Source: an optimization exercise on an open RTL-to-GDS flow (aim: small area, a short achievable clock period and few clock cycles per item). Production flows keep margins and buffers that such runs may drop.
Where RTL was checked, it was by simulation tests only, not by an equivalence proof against the original.
Power and IR drop assume default switching activity.

==> job 7623: inputs <==
==> flow/design.v <==
`default_nettype none
package wbps_pkg;
    typedef struct packed {
        logic [7:0] data_byte;
        logic       last;
    } item_beat_t;
    typedef struct packed {
        logic        found;
        logic [31:0] match_offset;
    } result_beat_t;
endpackage
`default_nettype wire
`default_nettype none
module wildcard_byte_pattern_scan
(
    input  wire logic          clk,
    input  wire logic          rst_n,
    input  wire logic          cfg_write,
    input  wire logic [1:0]    cfg_index,
    input  wire logic [63:0]   cfg_data,
    input  wire logic          item_valid,
    output logic               item_ready,
    input  wire logic [8:0]    item_in,
    output logic               result_valid,
    input  wire logic          result_ready,
    output logic [32:0]        result_out
);
    logic [63:0] pat_lo_reg;
    logic [63:0] pat_hi_reg;
    logic [15:0] care_reg;
    logic        lo_written_reg;
    logic        hi_written_reg;
    logic        care_written_reg;
    logic [3:0]  lm1_reg;            
    always_ff @(posedge clk)
    begin
        if (cfg_write && cfg_index == 2'd0) pat_lo_reg <= cfg_data;
        if (cfg_write && cfg_index == 2'd1) pat_hi_reg <= cfg_data;
        if (cfg_write && cfg_index == 2'd2) care_reg   <= cfg_data[15:0];
    end
    always_ff @(posedge clk or negedge rst_n)
    begin
        if (!rst_n)
        begin
            lo_written_reg   <= 1'b0;
            hi_written_reg   <= 1'b0;
            care_written_reg <= 1'b0;
            lm1_reg          <= 4'd0;
        end
        else if (cfg_write)
        begin
            if (cfg_index == 2'd0) lo_written_reg   <= 1'b1;
            if (cfg_index == 2'd1) hi_written_reg   <= 1'b1;
            if (cfg_index == 2'd2) care_written_reg <= 1'b1;
            if (cfg_index == 2'd3)
            begin
                if (cfg_data[4:0] == 5'd0)
                    lm1_reg <= 4'd0;
                else if (cfg_data[4])
                    lm1_reg <= 4'd15;
                else
                    lm1_reg <= cfg_data[3:0] - 4'd1;
            end
        end
    end
    logic ready_reg;                 
    logic accept;
    assign item_ready = ready_reg;
    assign accept     = item_valid && ready_reg;
    logic [7:0]  b;
    logic [15:0] eq;
    logic        b_zero;
    assign b      = item_in[8:1];
    assign b_zero = (b == 8'd0);
    for (genvar j = 0; j < 16; j++)
    begin : g_cmp
        logic [7:0] sig;
        logic       written;
        assign sig     = (j < 8) ? pat_lo_reg[8*(j%8) +: 8] : pat_hi_reg[8*(j%8) +: 8];
        assign written = (j < 8) ? lo_written_reg : hi_written_reg;
        assign eq[j]   = (care_written_reg && !care_reg[j])
                      || (written ? (b == sig) : b_zero);
    end
    logic [15:0] p_reg;
    logic [3:0]  fill_reg;           
    logic        last_reg;           
    logic [15:0] p_keep;             
    logic [15:0] p_next;
    logic [15:0] len_sel;
    logic [3:0]  fill_eff;
    logic        tok_full;
    assign p_keep   = {p_reg[14:0] & {15{!last_reg}}, 1'b1};
    assign p_next   = eq & p_keep;
    assign fill_eff = last_reg ? 4'd0 : fill_reg;
    for (genvar j = 0; j < 16; j++)
    begin : g_sel
        assign len_sel[j] = (lm1_reg == 4'(j));
    end
    assign tok_full  = (fill_eff >= lm1_reg);
    always_ff @(posedge clk)
    begin
        if (accept)
        begin
            p_reg    <= p_next;
            fill_reg <= (fill_eff == 4'd15) ? 4'd15 : fill_eff + 4'd1;
        end
    end
    always_ff @(posedge clk or negedge rst_n)
    begin
        if (!rst_n)
            last_reg <= 1'b1;
        else if (accept)
            last_reg <= item_in[0];
    end
    logic       a_valid_reg;
    logic [3:0] a_tok_reg;
    logic       b_valid;
    logic [3:0] b_tok_reg;
    logic [3:0] new_tok;
    logic       out_valid_reg;
    logic       out_found_reg;
    logic       decide;
    logic       load_a;
    logic       fresh_a_reg;        
    logic       fresh_b_reg;        
    logic       m_late;             
    logic       a_m;
    logic       b_m;
    assign new_tok = {1'b0, last_reg, item_in[0], tok_full};
    assign m_late  = |(p_reg & len_sel);
    assign a_m     = fresh_a_reg ? m_late : a_tok_reg[3];
    assign b_m     = fresh_b_reg ? m_late : b_tok_reg[3];
    assign b_valid = !ready_reg;
    assign decide  = a_valid_reg && (!out_valid_reg || result_ready);
    assign load_a  = !a_valid_reg || decide;
    always_ff @(posedge clk)
    begin
        if (load_a)
            a_tok_reg <= b_valid ? {b_m, b_tok_reg[2:0]} : new_tok;
        else
            a_tok_reg[3] <= a_m;
        if (ready_reg)
            b_tok_reg <= new_tok;
        else
            b_tok_reg[3] <= b_m;
    end
    always_ff @(posedge clk or negedge rst_n)
    begin
        if (!rst_n)
        begin
            a_valid_reg <= 1'b0;
            ready_reg   <= 1'b1;
            fresh_a_reg <= 1'b0;
            fresh_b_reg <= 1'b0;
        end
        else
        begin
            fresh_a_reg <= accept && load_a;
            fresh_b_reg <= accept && !load_a;
            if (load_a) a_valid_reg <= b_valid || accept;
            ready_reg <= b_valid ? load_a : !(accept && !load_a);
        end
    end
    logic        a_match, a_first, a_last, a_full;
    logic        rep_reg;           
    logic        rep_eff;
    logic        match;
    logic        push;
    logic        nf_push;
    logic [31:0] off_reg;
    assign a_match = a_m;
    assign {a_first, a_last, a_full} = a_tok_reg[2:0];
    assign rep_eff = rep_reg && !a_first;
    assign match   = a_match && !rep_eff;
    assign nf_push = a_last && !rep_eff && !match;
    assign push    = match || nf_push;
    always_ff @(posedge clk)
    begin
        if (decide)
        begin
            rep_reg <= rep_eff || match;
            if (nf_push || (a_first && (match || !a_full)))
                off_reg <= 32'd0;
            else if (a_first)
                off_reg <= 32'd1;
            else if (!rep_eff && !match)
                off_reg <= a_full ? off_reg + 32'd1 : 32'd0;
            if (push)
                out_found_reg <= match;
        end
    end
    always_ff @(posedge clk or negedge rst_n)
    begin
        if (!rst_n)
            out_valid_reg <= 1'b0;
        else if (decide && push)
            out_valid_reg <= 1'b1;
        else if (result_ready)
            out_valid_reg <= 1'b0;
    end
    assign result_valid = out_valid_reg;
    assign result_out   = {out_found_reg, off_reg};
endmodule
`default_nettype wire
==> flow/flow/run.sh <==
#!/bin/bash
# Layout flow: the standard flow (standard.sh), except that the port
# buffers that global placement inserts are plain sky130 buffers (buf_1,
# resized later where timing needs it) instead of the delay buffer that
# buffer_ports picks by default. Each step's full output goes to its own log.
set -euo pipefail
export BUFFER_PORTS_ARGS="-buffer_cell sky130_fd_sc_hd__buf_1"
bash standard.sh synth > synth.log 2>&1
bash standard.sh finish > finish.log 2>&1
==> flow/standard.sh <==
#!/bin/bash
# synth_recipe.tcl (not shown) runs the flow's synth.tcl, then flattens the netlist and writes it again
# the make line also repeats each setting of config.mk as NAME=value (left out here)
make -C /OpenROAD-flow-scripts/flow DESIGN_CONFIG=/design/flow/config.mk WORK_HOME=/design/flow/orfs CLKGATE_MAP_FILE= SYNTH_SCRIPT=/design/flow/synth_recipe.tcl "${@:-finish}"
==> flow/config.mk <==
export PLATFORM = sky130hd
export DESIGN_NAME = wildcard_byte_pattern_scan
export DESIGN_NICKNAME = wildcard_byte_pattern_scan
export VERILOG_FILES = /design/flow/design.v
export SDC_FILE = /design/flow/constraint.sdc
export NUM_CORES = 4
export LEC_CHECK = 0
export CAP_MARGIN = 20
export CORE_MARGIN = 2
export CORE_UTILIZATION = 40
export CTS_BUF_LIST = sky130_fd_sc_hd__clkbuf_8 sky130_fd_sc_hd__clkbuf_16
export CTS_CLUSTER_DIAMETER = 80
export CTS_CLUSTER_SIZE = 18
export SETUP_SLACK_MARGIN = 3.5
export SLEW_MARGIN = 20
==> flow/constraint.sdc <==
create_clock -name core_clock -period 6.0 [get_ports {clk}]
set_input_delay 1.2000 -clock core_clock [delete_from_list [all_inputs] [get_ports {clk}]]
set_output_delay 1.2000 -clock core_clock [all_outputs]
set_load 0.01 [all_outputs]
==> inputs of job 6089, as changes to job 7623 <==
CTS_BUF_LIST = sky130_fd_sc_hd__clkbuf_4 sky130_fd_sc_hd__clkbuf_8 sky130_fd_sc_hd__clkbuf_16   (was sky130_fd_sc_hd__clkbuf_8 sky130_fd_sc_hd__clkbuf_16)
CTS_CLUSTER_SIZE = 20   (was 18)
SETUP_SLACK_MARGIN = 3.25   (was 3.5)
==> comparison <==
Of job 7623 and job 6089, job 6089 has the higher count of clock-buffer cells in the layout (gap 6). Against job 7623, the routed wire length of job 6089 is lower by about 3.6%. In job 7623 the global-route usage is higher than in job 6089, by 0.34 points. In job 6089 the first-iteration DRC count is lower than in job 7623, by about 12%. In job 7623 the setup slack is better than in job 6089, by 0.17 ns. In job 7623 the maximum frequency is higher than in job 6089, by about 7%. Between job 6089 and job 7623, the lower final area is in job 6089 (gap 0.85%, measured against job 7623).
Testbench counts of job 7623, summed over its fixed seeds: cycles 112,139, bytes 110,795.
Testbench counts of job 6089, summed over its fixed seeds: cycles 112,139, bytes 110,795.

---

==> 05-13 <==
Starts from the design.v that is shown in full above.
export LEC_CHECK = 0
export CAP_MARGIN = 20
export CORE_MARGIN = 2
export CORE_UTILIZATION = 40
export CTS_BUF_LIST = sky130_fd_sc_hd__clkbuf_16
export CTS_CLUSTER_DIAMETER = 100
export CTS_CLUSTER_SIZE = 24
export SETUP_SLACK_MARGIN = 3.5
export SLEW_MARGIN = 20
create_clock -name core_clock -period 6.0 [get_ports {clk}]
standard.sh (not shown) runs the stock make flow with config.mk's settings and CLKGATE_MAP_FILE= SYNTH_SCRIPT=/design/flow/synth_recipe.tcl, a recipe that flattens the netlist after the stock synthesis.
==> flow/flow/run.sh <==
#!/bin/bash
# Layout flow: the standard flow (standard.sh), except that the port
# buffers that global placement inserts are plain sky130 buffers (buf_1,
# resized later where timing needs it) instead of the delay buffer that
# buffer_ports picks by default. Each step's full output goes to its own log.
set -euo pipefail
export BUFFER_PORTS_ARGS="-buffer_cell sky130_fd_sc_hd__buf_1"
bash standard.sh synth > synth.log 2>&1
bash standard.sh finish > finish.log 2>&1
==> 12-27: changes against 05-13 <==
--- a/flow/design.v
+++ b/flow/design.v
@@ -123,4 +123,5 @@
     logic       load_a;
-    logic       fresh_a_reg;        
-    logic       fresh_b_reg;        
+    logic       fresh_reg;          
+    logic       fresh_a;            
+    logic       fresh_b;            
     logic       m_late;             
@@ -130,4 +131,6 @@
     assign m_late  = |(p_reg & len_sel);
-    assign a_m     = fresh_a_reg ? m_late : a_tok_reg[3];
-    assign b_m     = fresh_b_reg ? m_late : b_tok_reg[3];
+    assign fresh_a = fresh_reg && ready_reg;
+    assign fresh_b = fresh_reg && !ready_reg;
+    assign a_m     = fresh_a ? m_late : a_tok_reg[3];
+    assign b_m     = fresh_b ? m_late : b_tok_reg[3];
     assign b_valid = !ready_reg;
@@ -152,4 +155,3 @@
             ready_reg   <= 1'b1;
-            fresh_a_reg <= 1'b0;
-            fresh_b_reg <= 1'b0;
+            fresh_reg   <= 1'b0;
         end
@@ -157,4 +159,3 @@
         begin
-            fresh_a_reg <= accept && load_a;
-            fresh_b_reg <= accept && !load_a;
+            fresh_reg   <= accept;
             if (load_a) a_valid_reg <= b_valid || accept;
Settings changed: CTS_BUF_LIST sky130_fd_sc_hd__clkbuf_16 to sky130_fd_sc_hd__clkbuf_4 sky130_fd_sc_hd__clkbuf_8 sky130_fd_sc_hd__clkbuf_16, CTS_CLUSTER_DIAMETER 100 to 80, CTS_CLUSTER_SIZE 24 to 20, SETUP_SLACK_MARGIN 3.5 to 3.75, TNS_END_PERCENT from default to 10.
==> 02-15: changes against 05-13 <==
--- a/flow/design.v
+++ b/flow/design.v
@@ -90,2 +90,3 @@
     logic [3:0]  fill_eff;
+    logic        tok_match;
     logic        tok_full;
@@ -98,2 +99,3 @@
     end
+    assign tok_match = |(p_next & len_sel);
     assign tok_full  = (fill_eff >= lm1_reg);
@@ -123,11 +125,3 @@
     logic       load_a;
-    logic       fresh_a_reg;        
-    logic       fresh_b_reg;        
-    logic       m_late;             
-    logic       a_m;
-    logic       b_m;
-    assign new_tok = {1'b0, last_reg, item_in[0], tok_full};
-    assign m_late  = |(p_reg & len_sel);
-    assign a_m     = fresh_a_reg ? m_late : a_tok_reg[3];
-    assign b_m     = fresh_b_reg ? m_late : b_tok_reg[3];
+    assign new_tok = {tok_match, last_reg, item_in[0], tok_full};
     assign b_valid = !ready_reg;
@@ -137,10 +131,4 @@
     begin
-        if (load_a)
-            a_tok_reg <= b_valid ? {b_m, b_tok_reg[2:0]} : new_tok;
-        else
-            a_tok_reg[3] <= a_m;
-        if (ready_reg)
-            b_tok_reg <= new_tok;
-        else
-            b_tok_reg[3] <= b_m;
+        if (load_a)    a_tok_reg <= b_valid ? b_tok_reg : new_tok;
+        if (ready_reg) b_tok_reg <= new_tok;
     end
@@ -152,4 +140,2 @@
             ready_reg   <= 1'b1;
-            fresh_a_reg <= 1'b0;
-            fresh_b_reg <= 1'b0;
         end
@@ -157,4 +143,2 @@
         begin
-            fresh_a_reg <= accept && load_a;
-            fresh_b_reg <= accept && !load_a;
             if (load_a) a_valid_reg <= b_valid || accept;
@@ -170,4 +154,3 @@
     logic [31:0] off_reg;
-    assign a_match = a_m;
-    assign {a_first, a_last, a_full} = a_tok_reg[2:0];
+    assign {a_match, a_first, a_last, a_full} = a_tok_reg;
     assign rep_eff = rep_reg && !a_first;
==> flow/run.sh (new file) <==
#!/bin/bash
# synth_recipe.tcl (not shown) runs the flow's synth.tcl, then flattens the netlist and writes it again
# the make line also repeats each setting of config.mk as NAME=value (left out here)
make -C /OpenROAD-flow-scripts/flow DESIGN_CONFIG=/design/flow/config.mk WORK_HOME=/design/flow/orfs CLKGATE_MAP_FILE= SYNTH_SCRIPT=/design/flow/synth_recipe.tcl finish
Settings changed: CTS_BUF_LIST sky130_fd_sc_hd__clkbuf_16 to default, CTS_CLUSTER_DIAMETER 100 to default, CTS_CLUSTER_SIZE 24 to default, SETUP_SLACK_MARGIN 3.5 to 3.0.
removed: flow/flow/run.sh
removed: flow/standard.sh
==> run notes <==
The lowest worst hold slack belongs to 02-15, the highest to 12-27. Sequential cell count: 02-15 < 12-27 < 05-13. The lowest clock power belongs to 05-13, the highest to 02-15. The lowest die area belongs to 02-15, the highest to 12-27.
Testbench counts of 05-13, summed over its fixed seeds: cycles 112,139, bytes 110,795.
Testbench counts of 12-27, summed over its fixed seeds: cycles 112,139, bytes 110,795.
No functional check of the RTL was part of 02-15.

---

==> indigo: inputs <==
// wildcard_byte_pattern_scan: RTL as listed in full above, without the edits since
Settings: LEC_CHECK=0, CAP_MARGIN=20, CORE_MARGIN=2, CORE_UTILIZATION=60, SETUP_SLACK_MARGIN=3.5, SLEW_MARGIN=20; clock period 6.0 ns.
==> flow/flow/run.sh <==
#!/bin/bash
# Layout flow: the standard flow (standard.sh), except that the port
# buffers that global placement inserts are plain sky130 buffers (buf_1,
# resized later where timing needs it) instead of the delay buffer that
# buffer_ports picks by default. Each step's full output goes to its own log.
set -euo pipefail
export BUFFER_PORTS_ARGS="-buffer_cell sky130_fd_sc_hd__buf_1"
bash standard.sh synth > synth.log 2>&1
bash standard.sh finish > finish.log 2>&1
==> harbor: changes against indigo <==
--- a/flow/design.v
+++ b/flow/design.v
@@ -122,6 +122,7 @@
     logic       decide;
     logic       load_a;
-    logic       fresh_a_reg;        
-    logic       fresh_b_reg;        
+    logic       fresh_reg;          
+    logic       fresh_a;            
+    logic       fresh_b;            
     logic       m_late;             
     logic       a_m;
@@ -129,6 +130,8 @@
     assign new_tok = {1'b0, last_reg, item_in[0], tok_full};
     assign m_late  = |(p_reg & len_sel);
-    assign a_m     = fresh_a_reg ? m_late : a_tok_reg[3];
-    assign b_m     = fresh_b_reg ? m_late : b_tok_reg[3];
+    assign fresh_a = fresh_reg && ready_reg;
+    assign fresh_b = fresh_reg && !ready_reg;
+    assign a_m     = fresh_a ? m_late : a_tok_reg[3];
+    assign b_m     = fresh_b ? m_late : b_tok_reg[3];
     assign b_valid = !ready_reg;
     assign decide  = a_valid_reg && (!out_valid_reg || result_ready);
@@ -151,11 +154,9 @@
             a_valid_reg <= 1'b0;
             ready_reg   <= 1'b1;
-            fresh_a_reg <= 1'b0;
-            fresh_b_reg <= 1'b0;
+            fresh_reg   <= 1'b0;
         end
         else
         begin
-            fresh_a_reg <= accept && load_a;
-            fresh_b_reg <= accept && !load_a;
+            fresh_reg   <= accept;
             if (load_a) a_valid_reg <= b_valid || accept;
             ready_reg <= b_valid ? load_a : !(accept && !load_a);
Settings changed: CORE_UTILIZATION 60 to 40, CTS_BUF_LIST set to sky130_fd_sc_hd__clkbuf_4 sky130_fd_sc_hd__clkbuf_8 sky130_fd_sc_hd__clkbuf_16, CTS_CLUSTER_DIAMETER set to 80, CTS_CLUSTER_SIZE set to 20, SETUP_SLACK_MARGIN 3.5 to 3.65, SLEW_MARGIN 20 to 70, TNS_END_PERCENT set to 3.
==> delta: changes against indigo <==
--- a/flow/design.v
+++ b/flow/design.v
@@ -122,6 +122,7 @@
     logic       decide;
     logic       load_a;
-    logic       fresh_a_reg;        
-    logic       fresh_b_reg;        
+    logic       fresh_reg;          
+    logic       fresh_a;            
+    logic       fresh_b;            
     logic       m_late;             
     logic       a_m;
@@ -129,6 +130,8 @@
     assign new_tok = {1'b0, last_reg, item_in[0], tok_full};
     assign m_late  = |(p_reg & len_sel);
-    assign a_m     = fresh_a_reg ? m_late : a_tok_reg[3];
-    assign b_m     = fresh_b_reg ? m_late : b_tok_reg[3];
+    assign fresh_a = fresh_reg && ready_reg;
+    assign fresh_b = fresh_reg && !ready_reg;
+    assign a_m     = fresh_a ? m_late : a_tok_reg[3];
+    assign b_m     = fresh_b ? m_late : b_tok_reg[3];
     assign b_valid = !ready_reg;
     assign decide  = a_valid_reg && (!out_valid_reg || result_ready);
@@ -151,11 +154,9 @@
             a_valid_reg <= 1'b0;
             ready_reg   <= 1'b1;
-            fresh_a_reg <= 1'b0;
-            fresh_b_reg <= 1'b0;
+            fresh_reg   <= 1'b0;
         end
         else
         begin
-            fresh_a_reg <= accept && load_a;
-            fresh_b_reg <= accept && !load_a;
+            fresh_reg   <= accept;
             if (load_a) a_valid_reg <= b_valid || accept;
             ready_reg <= b_valid ? load_a : !(accept && !load_a);
Settings changed: CAP_MARGIN 20 to 50, CORE_UTILIZATION 60 to 40, CTS_BUF_LIST set to sky130_fd_sc_hd__clkbuf_4 sky130_fd_sc_hd__clkbuf_8 sky130_fd_sc_hd__clkbuf_16, CTS_CLUSTER_DIAMETER set to 80, CTS_CLUSTER_SIZE set to 20, SLEW_MARGIN 20 to 70.
==> run notes <==
part of the Yosys area used for sequential elements=0.663; DIE HEIGHT=160 um; Setup Fix Bufs, Post-CTS=1; type of the worst setup path=flip-flop to flip-flop; final worst-path cycle share=0.397; post-synthesis average cell area=14.1 um^2; Power Internal=0.00257 W; share of power burned in registers=0.564; Worst setup startpoint=lm1_reg[0]$_DFFE_PN0P_; maximum fanout along the worst path=8; Hold Crit Endpoint=out_valid_reg$_DFFE_PN0P_; power share of the clock group=0.282; status=finished clean; drt pass-1 iters=4
The numbers above come from delta.

==> run notes <==
final worst-path cycle share=0.393; Power Internal=0.00256 W; share of power burned in registers=0.562; type of the worst setup path=flip-flop to output port; drt pass-1 iters=4; most instantiated cells after synthesis=edfxtp_1 (204), xnor2_1 (91), xor2_1 (70); Routed Antenna Nets=0; met2 wire len=10.3 mm; Worst setup startpoint=off_reg[6]$_SDFFCE_PP0P_; Worst EP required=4800 ps; Fin Setup TNS=0 ps; post-cts sizing count=4; final max-slew violation count=0; maximum fanout along the worst path=6; power share of the clock group=0.279; Setup crit end=result_out[6]; Setup Fix Bufs, Post-CTS=4; status=finished clean; DIE HEIGHT=160 um; part of the Yosys area used for sequential elements=0.663
The numbers above come from harbor.

==> run notes <==
status=finished clean; Power Internal=0.00297 W; type of the worst setup path=flip-flop to flip-flop; share of power burned in registers=0.508; measured slew at the worst slew-check pin=951 ps; drt pass-1 iters=5; Layout area overhead=17.1%; post-synthesis average cell area=14.2 um^2; DIE HEIGHT=131 um; Setup Fix Bufs, Post-CTS=1; Hold Crit Endpoint=lm1_reg[2]$_DFFE_PN0P_; maximum fanout along the worst path=9; Fin Setup TNS=0 ps; Max Clk Rate=415 MHz; power share of the clock group=0.332; most common cell in the synthesized netlist=edfxtp_1; Worst setup startpoint=lm1_reg[0]$_DFFE_PN0P_; FF-to-FF Start=lm1_reg[0]$_DFFE_PN0P_
The numbers above come from indigo.

Testbench counts of indigo, summed over its fixed seeds: cycles 112,139, bytes 110,795.
Testbench counts of harbor, summed over its fixed seeds: cycles 112,139, bytes 110,795.
Testbench counts of delta, summed over its fixed seeds: cycles 112,139, bytes 110,795.

[static timing again, ports no longer ideal]
The results above use ideal ports. As a check the final layouts listed here were re-extracted and re-timed, cells and wires unchanged. Step 1 sets driving cells, clkbuf_16 on the clock port and buf_2 on the other inputs (assumed; they add their load-dependent delay and slew). Step 2 times the ports against the registers' clock, not the clock port: input delays grow and output delays shrink by t, the midpoint of the rising clock arrivals with the driver on. a / b / c = ideal ports / drivers / drivers and shift; a / b = the first two.
run | t (ns) | setup slack, ns | hold slack, ns | cell pins on the clock port's net
job 7623 | 0.526 | 3.621 / 3.598 / 3.108 | 0.486 / 0.486 / 0.486 | 1
job 6089 | 0.514 | 3.453 / 3.430 / 2.954 | 0.479 / 0.479 / 0.479 | 1
05-13 | 0.516 | 3.590 / 3.605 / 3.091 | 0.476 / 0.476 / 0.476 | 1
12-27 | 0.518 | 3.640 / 3.596 / 3.226 | 0.545 / 0.545 / 0.545 | 1
02-15 | 0.564 | 2.935 / 2.950 / 2.386 | 0.473 / 0.473 / 0.473 | 1
indigo | 0.550 | 3.592 / 3.570 / 3.089 | 0.466 / 0.466 / 0.466 | 1
harbor | 0.528 | 3.642 / 3.595 / 3.175 | 0.533 / 0.533 / 0.533 | 1
delta | 0.520 | 3.620 / 3.592 / 3.142 | 0.547 / 0.547 / 0.547 | 1
After both steps setup and hold are still met in every run listed. The setup slack of 02-15, which loses most, moves by +0.015 ns with the drivers and by -0.549 ns with both steps.
